Context: an optimization exercise on an open-source flow, tuned for small area and a short achievable clock period. The choices shown serve that exercise and are no tape-out recipe. RTL that was checked went through simulation tests only; none was proved equivalent to the original. Power and IR drop assume default switching activity.

## rc4_memory_bank
module rc4_memory_bank #(
  parameter int                          S_DEPTH        = 256,
  parameter int                          MSG_DEPTH      = 32,
  parameter int                          DATA_W         = 8,
  parameter logic [MSG_DEPTH*DATA_W-1:0] ENC_INIT_IMAGE =
    256'hc9dc233605081f6271444b5eadb0878a99ecf3c6d5d82f3201141b6e7d40575a
) (
  input  logic              clk,
  input  logic              rst,
  input  logic [7:0]        s_address,
  input  logic [DATA_W-1:0] s_data,
  input  logic              s_wren,
  output logic [DATA_W-1:0] s_q,
  input  logic [7:0]        enc_address,
  output logic [DATA_W-1:0] enc_q,
  input  logic [7:0]        dec_address,
  input  logic [DATA_W-1:0] dec_data,
  input  logic              dec_wren,
  output logic [DATA_W-1:0] dec_q
);
Size in the first run: roughly 68 I/O pins, ~0.085 sq mm of cells after synthesis.
export LEC_CHECK = 0
export CAP_MARGIN = 20
export CORE_MARGIN = 2
export CORE_UTILIZATION = 40
export CTS_CLUSTER_DIAMETER = 80
export CTS_CLUSTER_SIZE = 30
export SETUP_SLACK_MARGIN = 3.45
export SLEW_MARGIN = 20
export SYNTH_HIERARCHICAL = 1
export SYNTH_MINIMUM_KEEP_SIZE = 0
create_clock -name core_clock -period 6.0 [get_ports {clk}]
run.sh (not shown) runs the stock make flow with config.mk's settings and CLKGATE_MAP_FILE= SYNTH_SCRIPT=/design/flow/synth_recipe.tcl, a recipe that flattens the netlist after the stock synthesis.
The first run passed the timing, design-rule and antenna checks.
Edit:
Settings changed: SETUP_SLACK_MARGIN 3.45 to 3.3.
Outcome: The changed run completed with no timing, DRC or antenna violations. Fmax climbs by 1.5%. Critical path depth does not change. Total power drops by 1.9%. Via count drops by 0.61%.
Edit:
Settings changed: CTS_BUF_LIST from default to sky130_fd_sc_hd__clkbuf_16 sky130_fd_sc_hd__clkbuf_8 sky130_fd_sc_hd__clkbuf_4.
=>
- global-route usage is about the same
- maximum frequency barely changes
- utilization is about the same
Edit:
Settings changed: CORE_UTILIZATION 40 to 55, CTS_BUF_LIST sky130_fd_sc_hd__clkbuf_16 sky130_fd_sc_hd__clkbuf_8 sky130_fd_sc_hd__clkbuf_4 to default, PLACE_DENSITY from default to 0.65.
Outcome:
- register-to-register slack gets better by 40 ps
- combinational power falls by 2.4%
- clock-buffer cell count climbs by 7
- wire length shrinks by 4.9%
- critical path depth fell by 1
- worst hold slack improves by 500 ps
- final cell count is lower by 9.6%
- sequential share of layout area rises by 1.0 points
No run of this note included a check of the RTL's function; only the layout flow was run.

* * *

== build 77 ==
rc4_memory_bank, a different RTL version from the one above (not shown whole).
Size: about 5100 cells after synthesis, ~2300 flip-flops, roughly 68 I/O pins.
==> flow/design.v (excerpt) <==
module rc4_memory_bank #(
  parameter int                          S_DEPTH        = 256,
  parameter int                          MSG_DEPTH      = 32,
  parameter int                          DATA_W         = 8,
  parameter logic [MSG_DEPTH*DATA_W-1:0] ENC_INIT_IMAGE =
    256'hc9dc233605081f6271444b5eadb0878a99ecf3c6d5d82f3201141b6e7d40575a
) (
  input  logic              clk,
  input  logic              rst,
  input  logic [7:0]        s_address,
  input  logic [DATA_W-1:0] s_data,
  input  logic              s_wren,
  output logic [DATA_W-1:0] s_q,
  input  logic [7:0]        enc_address,
  output logic [DATA_W-1:0] enc_q,
  input  logic [7:0]        dec_address,
  input  logic [DATA_W-1:0] dec_data,
  input  logic              dec_wren,
  output logic [DATA_W-1:0] dec_q
);
clock: 6.0 ns
lec_check: 0
cap_margin: 20
core_margin: 2
core_utilization: 40
cts_cluster_diameter: 80
cts_cluster_size: 30
setup_slack_margin: 3.6
slew_margin: 20
synth_hierarchical: 1
synth_minimum_keep_size: 0
Relative to build 77, the following input files were edited for build 74:
-- flow/config.mk --
<<< build 77, line 10
export CORE_UTILIZATION = 40
>>> build 74, line 10
export CORE_UTILIZATION = 60
<<< build 77, line 13
>>> build 74, line 13
export PLACE_DENSITY = 0.7
==> comparison <==
When build 74 is measured against build 77, its relative area change from synthesis to final layout turns out 3.6 points lower.
Sort build 77 and build 74 by cell depth of the worst setup path, descending, and build 77 comes first.
Measured against each other, build 77 and build 74 differ in utilization, the higher figure coming from build 74.
Build 74 vs. build 77: count of clock-buffer cells in the layout went down by 2.7%.
Max hold slack across build 77 and build 74: build 77
Placer congestion estimate, build 77 and build 74, higher one = build 74.
Build 74 against build 77: proportion of power drawn by the clock network lower; floorplan die width now sits lower; sequential group share of total power moved up; cell-internal power shrank by about 2%.
Final standard cell area without fillers in build 74 is 3.0% below build 77.
--- input diff build 74..build 49 ---
-- flow/config.mk --
<<< build 74, line 10
export CORE_UTILIZATION = 60
>>> build 49, line 10
export CORE_UTILIZATION = 40
<<< build 74, line 13
export PLACE_DENSITY = 0.7
>>> build 49, line 13
<<< build 74, line 18
>>> build 49, line 17
export TNS_END_PERCENT = 5
[summary]
- The setup slack after layout in build 49 sits 0.019 ns below the value recorded for build 74.
- Against build 74, build 49 reports a post-cts sizing count that is higher.
- Build 49 ends up with a final period utilization that is 0.32 points higher than in build 74.
- Compared with build 74, first-pass GRT wire length in build 49 increased by a few percent.
- Diff build 74 -> build 49 | via count | down slightly
- Global placement routability congestion: build 49 vs build 74 down 0.035
- | largest net degree at the start of global routing | higher: build 74 |
- Compared with build 74, build 49 shows a lower share of cell area taken by multi-input logic gates.
Function was not checked in any run of this note: the RTL went through the layout flow alone.

* * *

Setup of build 12:
rc4_memory_bank, a different RTL version from the one above (not shown whole).
Size in the first run: about 2300 flip-flops, ~68 I/O pins.
make LEC_CHECK=0 CAP_MARGIN=20 CORE_MARGIN=2 CORE_UTILIZATION=40 SETUP_SLACK_MARGIN=3.6 SLEW_MARGIN=20 SYNTH_HIERARCHICAL=1 SYNTH_MINIMUM_KEEP_SIZE=0 finish   # period 6.0 ns
Build 12 ended with every stage complete and zero timing, DRC or antenna violations.
diff inputs: build 12 => build 21
Settings: CTS_CLUSTER_DIAMETER: unset -> 80; CTS_CLUSTER_SIZE: unset -> 30.
## What came out
The endpoint of the most critical setup path comes out s_q[7] in one run and s_q[1] in the other, namely in build 12 and build 21 respectively. Sequential share of layout area for build 21 is higher than for build 12. Of build 12 and build 21, the run reporting the lower post-detailed-route via-to-cell ratio was build 12. Compared with build 12, in build 21 fmax -about 3%, total clock buffers created by CTS saw a decrease, combinational group share of total power climbed 0.4 points, via count fell about 2%, overall power consumption now sits lower. Number of antenna violations at the first check in global routing came out exactly the same in build 12 and build 21. Compared to build 12, the router laid down less metal wire for build 21.
Setup changes, build 21 to build 42
Settings: an added TNS_END_PERCENT of 20.
==> comparison <==
Per the comparison of build 42 with build 21, design area now sits lower, worst-skew pair later-pin latency shows a reduction of 0.02 ns, overall power after layout now sits lower. Count of non-filler cells in the finished layout came out lower on build 42 than on build 21. Side by side, fill cell total of the finished layout turned out higher in build 42 than in build 21. Layout clock buffer count: build 42 vs build 21 down 1.8%. On post-detailed-placement half-perimeter wirelength: build 42 sits below build 21. Between build 42 and build 21, it is build 42 whose time the final worst path needs with I/O delays and setup is lower, by 0.083 ns.
Function was not checked in any run of this note: the RTL went through the layout flow alone.

* * *

The RTL this note starts from:
==> flow/design.v <==
module rc4_memory_bank #(
  parameter int                          S_DEPTH        = 256,
  parameter int                          MSG_DEPTH      = 32,
  parameter int                          DATA_W         = 8,
  parameter logic [MSG_DEPTH*DATA_W-1:0] ENC_INIT_IMAGE =
    256'hc9dc233605081f6271444b5eadb0878a99ecf3c6d5d82f3201141b6e7d40575a
) (
  input  logic              clk,
  input  logic              rst,
  input  logic [7:0]        s_address,
  input  logic [DATA_W-1:0] s_data,
  input  logic              s_wren,
  output logic [DATA_W-1:0] s_q,
  input  logic [7:0]        enc_address,
  output logic [DATA_W-1:0] enc_q,
  input  logic [7:0]        dec_address,
  input  logic [DATA_W-1:0] dec_data,
  input  logic              dec_wren,
  output logic [DATA_W-1:0] dec_q
);
  localparam int S_AW   = $clog2(S_DEPTH);
  localparam int MSG_AW = $clog2(MSG_DEPTH);
  logic [S_DEPTH-1:0] s_wsel, s_rsel_n;
  rc4mb_wdec #(.AW(S_AW)) u_s_wdec (
    .addr(s_address[S_AW-1:0]), .we(rst & s_wren), .sel(s_wsel)
  );
  rc4mb_rdec #(.AW(S_AW)) u_s_rdec (
    .addr(s_address[S_AW-1:0]), .sel_n(s_rsel_n)
  );
  logic [DATA_W-1:0] s_mem [S_DEPTH];
  logic [DATA_W-1:0] s_rd;
  always_ff @(posedge clk) begin
    for (int w = 0; w < S_DEPTH; w++)
      if (s_wsel[w]) s_mem[w] <= s_data;
  end
  logic [S_DEPTH*DATA_W-1:0] s_words;
  for (genvar w = 0; w < S_DEPTH; w++) begin : g_s_words
    assign s_words[w*DATA_W +: DATA_W] = s_mem[w];
  end
  localparam int S_NQ = (S_DEPTH >= 128) ? S_DEPTH / 128 : 1;
  logic [S_NQ*DATA_W-1:0] s_rd_n;
  rc4mb_rdmux #(.N(S_DEPTH), .W(DATA_W), .NQ(S_NQ)) u_s_rdmux (
    .sel_n(s_rsel_n), .words(s_words), .q_n(s_rd_n)
  );
  logic [DATA_W-1:0] s_part_q [S_NQ];
  always_ff @(posedge clk or negedge rst) begin
    if (!rst) begin
      s_part_q[0] <= '1;
      for (int i = 1; i < S_NQ; i++) s_part_q[i] <= '0;
    end else begin
      s_part_q[0] <= s_wren ? ~s_data : s_rd_n[0 +: DATA_W];
      for (int i = 1; i < S_NQ; i++)
        s_part_q[i] <= s_wren ? '0 : s_rd_n[i*DATA_W +: DATA_W];
    end
  end
  always_comb begin
    s_rd = '0;
    for (int i = 0; i < S_NQ; i++) s_rd = s_rd | s_part_q[i];
    s_q = ~s_rd;
  end
  logic [MSG_DEPTH-1:0] d_wsel, d_rsel_n;
  rc4mb_wdec #(.AW(MSG_AW)) u_d_wdec (
    .addr(dec_address[MSG_AW-1:0]), .we(rst & dec_wren), .sel(d_wsel)
  );
  rc4mb_rdec #(.AW(MSG_AW)) u_d_rdec (
    .addr(dec_address[MSG_AW-1:0]), .sel_n(d_rsel_n)
  );
  logic [DATA_W-1:0] dec_mem [MSG_DEPTH];
  logic [DATA_W-1:0] d_rd;
  always_ff @(posedge clk) begin
    for (int w = 0; w < MSG_DEPTH; w++)
      if (d_wsel[w]) dec_mem[w] <= dec_data;
  end
  logic [MSG_DEPTH*DATA_W-1:0] d_words;
  for (genvar w = 0; w < MSG_DEPTH; w++) begin : g_d_words
    assign d_words[w*DATA_W +: DATA_W] = dec_mem[w];
  end
  localparam int D_NQ = (MSG_DEPTH >= 128) ? MSG_DEPTH / 128 : 1;
  logic [D_NQ*DATA_W-1:0] d_rd_n;
  rc4mb_rdmux #(.N(MSG_DEPTH), .W(DATA_W), .NQ(D_NQ)) u_d_rdmux (
    .sel_n(d_rsel_n), .words(d_words), .q_n(d_rd_n)
  );
  always_comb begin
    d_rd = '0;
    for (int i = 0; i < D_NQ; i++) d_rd = d_rd | d_rd_n[i*DATA_W +: DATA_W];
    d_rd = ~d_rd;
  end
  always_ff @(posedge clk or negedge rst) begin
    if (!rst) dec_q <= '0;
    else      dec_q <= dec_wren ? dec_data : d_rd;
  end
  logic [MSG_DEPTH*DATA_W-1:0] enc_rom;
  assign enc_rom = ENC_INIT_IMAGE;
  always_ff @(posedge clk or negedge rst) begin
    if (!rst) enc_q <= '0;
    else      enc_q <= enc_rom[enc_address[MSG_AW-1:0]*DATA_W +: DATA_W];
  end
  logic unused_addr_bits;
  assign unused_addr_bits = ^{enc_address[7:MSG_AW], dec_address[7:MSG_AW]};
endmodule
module rc4mb_rdmux #(
  parameter int N  = 256,
  parameter int W  = 8,
  parameter int NQ = 2
) (
  input  logic [N-1:0]    sel_n,
  input  logic [N*W-1:0]  words,
  output logic [NQ*W-1:0] q_n
);
  localparam int N1 = N / 2;                  
  localparam int N2 = N1 / 2;                 
  localparam int N3 = N2 / 4;                 
  localparam int N4 = N3 / 2;                 
  localparam int N5 = N4 >= 4 ? N4 / 4 : 1;   
  logic [N1*W-1:0] t1_n;
  logic [N2*W-1:0] t2;
  logic [N3*W-1:0] t3_n;
  logic [N4*W-1:0] t4;
  logic [N5*W-1:0] t5_n;
  for (genvar g = 0; g < N1; g++) begin : g_t1
    for (genvar b = 0; b < W; b++) begin : g_b
      rc4mb_oai22 u_leaf (
        .a1(sel_n[2*g]),   .a2(words[(2*g)*W + b]),
        .b1(sel_n[2*g+1]), .b2(words[(2*g+1)*W + b]),
        .y(t1_n[g*W + b])
      );
    end
  end
  for (genvar g = 0; g < N2; g++) begin : g_t2
    rc4mb_nor #(.N(2), .W(W)) u_nor (.a(t1_n[2*g*W +: 2*W]), .y(t2[g*W +: W]));
  end
  for (genvar g = 0; g < N3; g++) begin : g_t3
    rc4mb_nand #(.N(4), .W(W)) u_nand (.a(t2[4*g*W +: 4*W]), .y(t3_n[g*W +: W]));
  end
  for (genvar g = 0; g < N4; g++) begin : g_t4
    rc4mb_nor #(.N(2), .W(W)) u_nor (.a(t3_n[2*g*W +: 2*W]), .y(t4[g*W +: W]));
  end
  if (N4 >= 4) begin : g_t5
    for (genvar g = 0; g < N5; g++) begin : g_g
      rc4mb_nand #(.N(4), .W(W)) u_nand (.a(t4[4*g*W +: 4*W]), .y(t5_n[g*W +: W]));
    end
  end else begin : g_t5
    always_comb begin
      t5_n = '1;
      for (int i = 0; i < N4; i++) t5_n = t5_n & t4[i*W +: W];
      t5_n = ~t5_n;
    end
  end
  assign q_n = t5_n;
endmodule
module rc4mb_oai22 (
  input  logic a1,
  input  logic a2,
  input  logic b1,
  input  logic b2,
  output logic y
);
  assign y = ~((a1 | a2) & (b1 | b2));
endmodule
module rc4mb_nand #(
  parameter int N = 4,
  parameter int W = 8
) (
  input  logic [N*W-1:0] a,
  output logic [W-1:0]   y
);
  always_comb begin
    y = '1;
    for (int i = 0; i < N; i++) y = y & a[i*W +: W];
    y = ~y;
  end
endmodule
module rc4mb_nor #(
  parameter int N = 4,
  parameter int W = 8
) (
  input  logic [N*W-1:0] a,
  output logic [W-1:0]   y
);
  always_comb begin
    y = '0;
    for (int i = 0; i < N; i++) y = y | a[i*W +: W];
    y = ~y;
  end
endmodule
module rc4mb_wdec #(
  parameter int AW = 8
) (
  input  logic [AW-1:0]      addr,
  input  logic               we,
  output logic [(1<<AW)-1:0] sel
);
  localparam int LW = AW / 2;
  localparam int HW = AW - LW;
  logic [(1<<LW)-1:0] lo_n;
  logic [(1<<HW)-1:0] hi_n;
  always_comb begin
    for (int l = 0; l < (1<<LW); l++) lo_n[l] = ~(we & (addr[LW-1:0] == l[LW-1:0]));
    for (int h = 0; h < (1<<HW); h++) hi_n[h] = ~(addr[AW-1:LW] == h[HW-1:0]);
  end
  for (genvar w = 0; w < (1<<AW); w++) begin : g_w
    rc4mb_nor #(.N(2), .W(1)) u_sel (.a({hi_n[w >> LW], lo_n[w % (1<<LW)]}), .y(sel[w]));
  end
endmodule
module rc4mb_rdec #(
  parameter int AW = 8
) (
  input  logic [AW-1:0]      addr,
  output logic [(1<<AW)-1:0] sel_n
);
  localparam int LW = AW / 2;
  localparam int HW = AW - LW;
  logic [(1<<LW)-1:0] lo;
  logic [(1<<HW)-1:0] hi;
  always_comb begin
    for (int l = 0; l < (1<<LW); l++) lo[l] = (addr[LW-1:0] == l[LW-1:0]);
    for (int h = 0; h < (1<<HW); h++) hi[h] = (addr[AW-1:LW] == h[HW-1:0]);
    for (int w = 0; w < (1<<AW); w++) sel_n[w] = ~(hi[w >> LW] & lo[w % (1<<LW)]);
  end
endmodule
==> flow/config.mk <==
export PLATFORM = sky130hd
export DESIGN_NAME = rc4_memory_bank
export DESIGN_NICKNAME = rc4_memory_bank
export VERILOG_FILES = /design/flow/design.v
export SDC_FILE = /design/flow/constraint.sdc
export NUM_CORES = 4
export LEC_CHECK = 0
export CAP_MARGIN = 20
export CORE_MARGIN = 2
export CORE_UTILIZATION = 40
export CTS_CLUSTER_DIAMETER = 80
export CTS_CLUSTER_SIZE = 30
export SETUP_SLACK_MARGIN = 3.15
export SLEW_MARGIN = 20
export SYNTH_HIERARCHICAL = 1
export SYNTH_MINIMUM_KEEP_SIZE = 0
==> flow/constraint.sdc <==
create_clock -name core_clock -period 6.0 [get_ports {clk}]
set_input_delay 1.2000 -clock core_clock [delete_from_list [all_inputs] [get_ports {clk}]]
set_output_delay 1.2000 -clock core_clock [all_outputs]
set_load 0.01 [all_outputs]
The starting point finished with timing, DRC and antenna clean.
Next try:
- CORE_UTILIZATION: 40 -> 55
- PLACE_DENSITY: default -> 0.65
- SETUP_SLACK_MARGIN: 3.15 -> 3.45
Routed wire length rose by about 1.8%.
Synthesized area is unchanged.
Combinational power increases by about 20%.
Synthesized cell count does not change.
Non-clock buffer count climbs by 127.
Next try:
==> flow/flow/run.sh (new file) <==
#!/bin/bash
# Standard layout (the standard.sh) run stage by stage, with a setup
# repair margin per stage. Before CTS the clock is ideal, so the early
# repairs aim lower: with the propagated clock later the registers' clock
# latency gives the input paths back that time. Each stage's full output
# goes to its own log file in this folder.
set -euo pipefail
M_FLOOR=2.9
M_PLACE=2.9
M_CTS=3.6
M_ROUTE=3.6
bash standard.sh synth > synth.log 2>&1
bash standard.sh SETUP_SLACK_MARGIN=$M_FLOOR floorplan > floorplan.log 2>&1
bash standard.sh SETUP_SLACK_MARGIN=$M_PLACE place > place.log 2>&1
bash standard.sh SETUP_SLACK_MARGIN=$M_CTS cts > cts.log 2>&1
bash standard.sh SETUP_SLACK_MARGIN=$M_ROUTE finish > route_finish.log 2>&1
==> flow/standard.sh (new file) <==
#!/bin/bash
# synth_recipe.tcl (not shown) runs the flow's synth.tcl, then flattens the netlist and writes it again
# the make line also repeats each setting of config.mk as NAME=value (left out here)
make -C /OpenROAD-flow-scripts/flow DESIGN_CONFIG=/design/flow/config.mk WORK_HOME=/design/flow/orfs CLKGATE_MAP_FILE= SYNTH_SCRIPT=/design/flow/synth_recipe.tcl "${@:-finish}"
- CORE_UTILIZATION: 55 -> 40
- PLACE_DENSITY: 0.65 -> default
- SETUP_SLACK_MARGIN: 3.45 -> 3.6
removed: flow/run.sh
What happened:
- total power increases by 1.4%
- design area rose by 2.1%
- global-route usage came out lower by 6.9 points
- utilization is lower by 17 points
- combinational power grows by about 4%
- count of clock-buffer cells in the layout came out lower by 3
Next try:
==> flow/run.sh (new file) <==
#!/bin/bash
# synth_recipe.tcl (not shown) runs the flow's synth.tcl, then flattens the netlist and writes it again
# the make line also repeats each setting of config.mk as NAME=value (left out here)
make -C /OpenROAD-flow-scripts/flow DESIGN_CONFIG=/design/flow/config.mk WORK_HOME=/design/flow/orfs CLKGATE_MAP_FILE= SYNTH_SCRIPT=/design/flow/synth_recipe.tcl finish
- SETUP_SLACK_MARGIN: 3.6 -> 3.3
removed: flow/flow/run.sh
removed: flow/standard.sh
The new run completed with no timing, DRC or antenna violations.
Combinational power went down by about a fifth.
Setup slack is worse by 0.11 ns.
Total power went down by a few percent.
Die area is unchanged.
Clock power went down by a few percent.

-- what the ideal ports hide --
How much do the figures lean on ideal ports? The routed layouts below were timed once more, with nothing changed but the port constraints. Step 1 assumes that a clkbuf_16 drives the clock port and a buf_2 every other input. Step 2 also shifts input and output timing later by t, the mid clock arrival at the registers, as if the neighbouring blocks saw the same clock. a / b / c = ideal / step 1 / step 2; a / b = the first two.
| run | t, ns | setup slack, ns | worst setup path after step 2 | worst register clock-pin slew, ns | worst data-port slew with drivers (ns) |
|---|---|---|---|---|---|
| the first run of note 1 | 0.866 | 3.183 / 3.090 / 2.456 | input to register | 0.12 / 0.12 | 0.17 |
| the second run of note 1 | 0.855 | 3.225 / 3.137 / 2.376 | input to register | 0.11 / 0.11 | 0.11 |
| the third run of note 1 | 0.853 | 3.225 / 3.139 / 2.381 | input to register | 0.11 / 0.11 | 0.11 |
| the fourth run of note 1 | 0.837 | 3.200 / 3.126 / 2.289 | input to register | 0.11 / 0.11 | 0.15 |
| build 77 | 0.856 | 3.152 / 3.172 / 2.316 | input to register | 0.12 / 0.12 | 0.17 |
| build 74 | 0.829 | 3.120 / 3.017 / 2.188 | input to register | 0.11 / 0.11 | 0.33 |
| build 49 | 0.871 | 3.101 / 3.107 / 2.235 | input to register | 0.12 / 0.12 | 0.10 |
| build 12 | 0.932 | 3.116 / 3.063 / 2.131 | input to register | 0.07 / 0.07 | 0.15 |
| build 21 | 0.877 | 3.028 / 2.983 / 2.107 | input to register | 0.11 / 0.11 | 0.14 |
| build 42 | 0.865 | 3.110 / 3.019 / 2.153 | input to register | 0.12 / 0.12 | 0.28 |
| the first run of note 4 | 0.850 | 3.025 / 2.972 / 2.122 | input to register | 0.12 / 0.12 | 0.13 |
| the second run of note 4 | 0.853 | 3.157 / 3.076 / 2.432 | input to register | 0.12 / 0.12 | 0.13 |
| the third run of note 4 | 0.860 | 3.226 / 3.153 / 2.339 | input to register | 0.11 / 0.11 | 0.20 |
| the fourth run of note 4 | 0.859 | 3.113 / 3.029 / 2.364 | input to register | 0.11 / 0.11 | 0.16 |
After both steps every run listed still meets setup and hold. The setup slack of build 12, which loses most, moves by -0.053 ns with the drivers and by -0.985 ns with both steps.
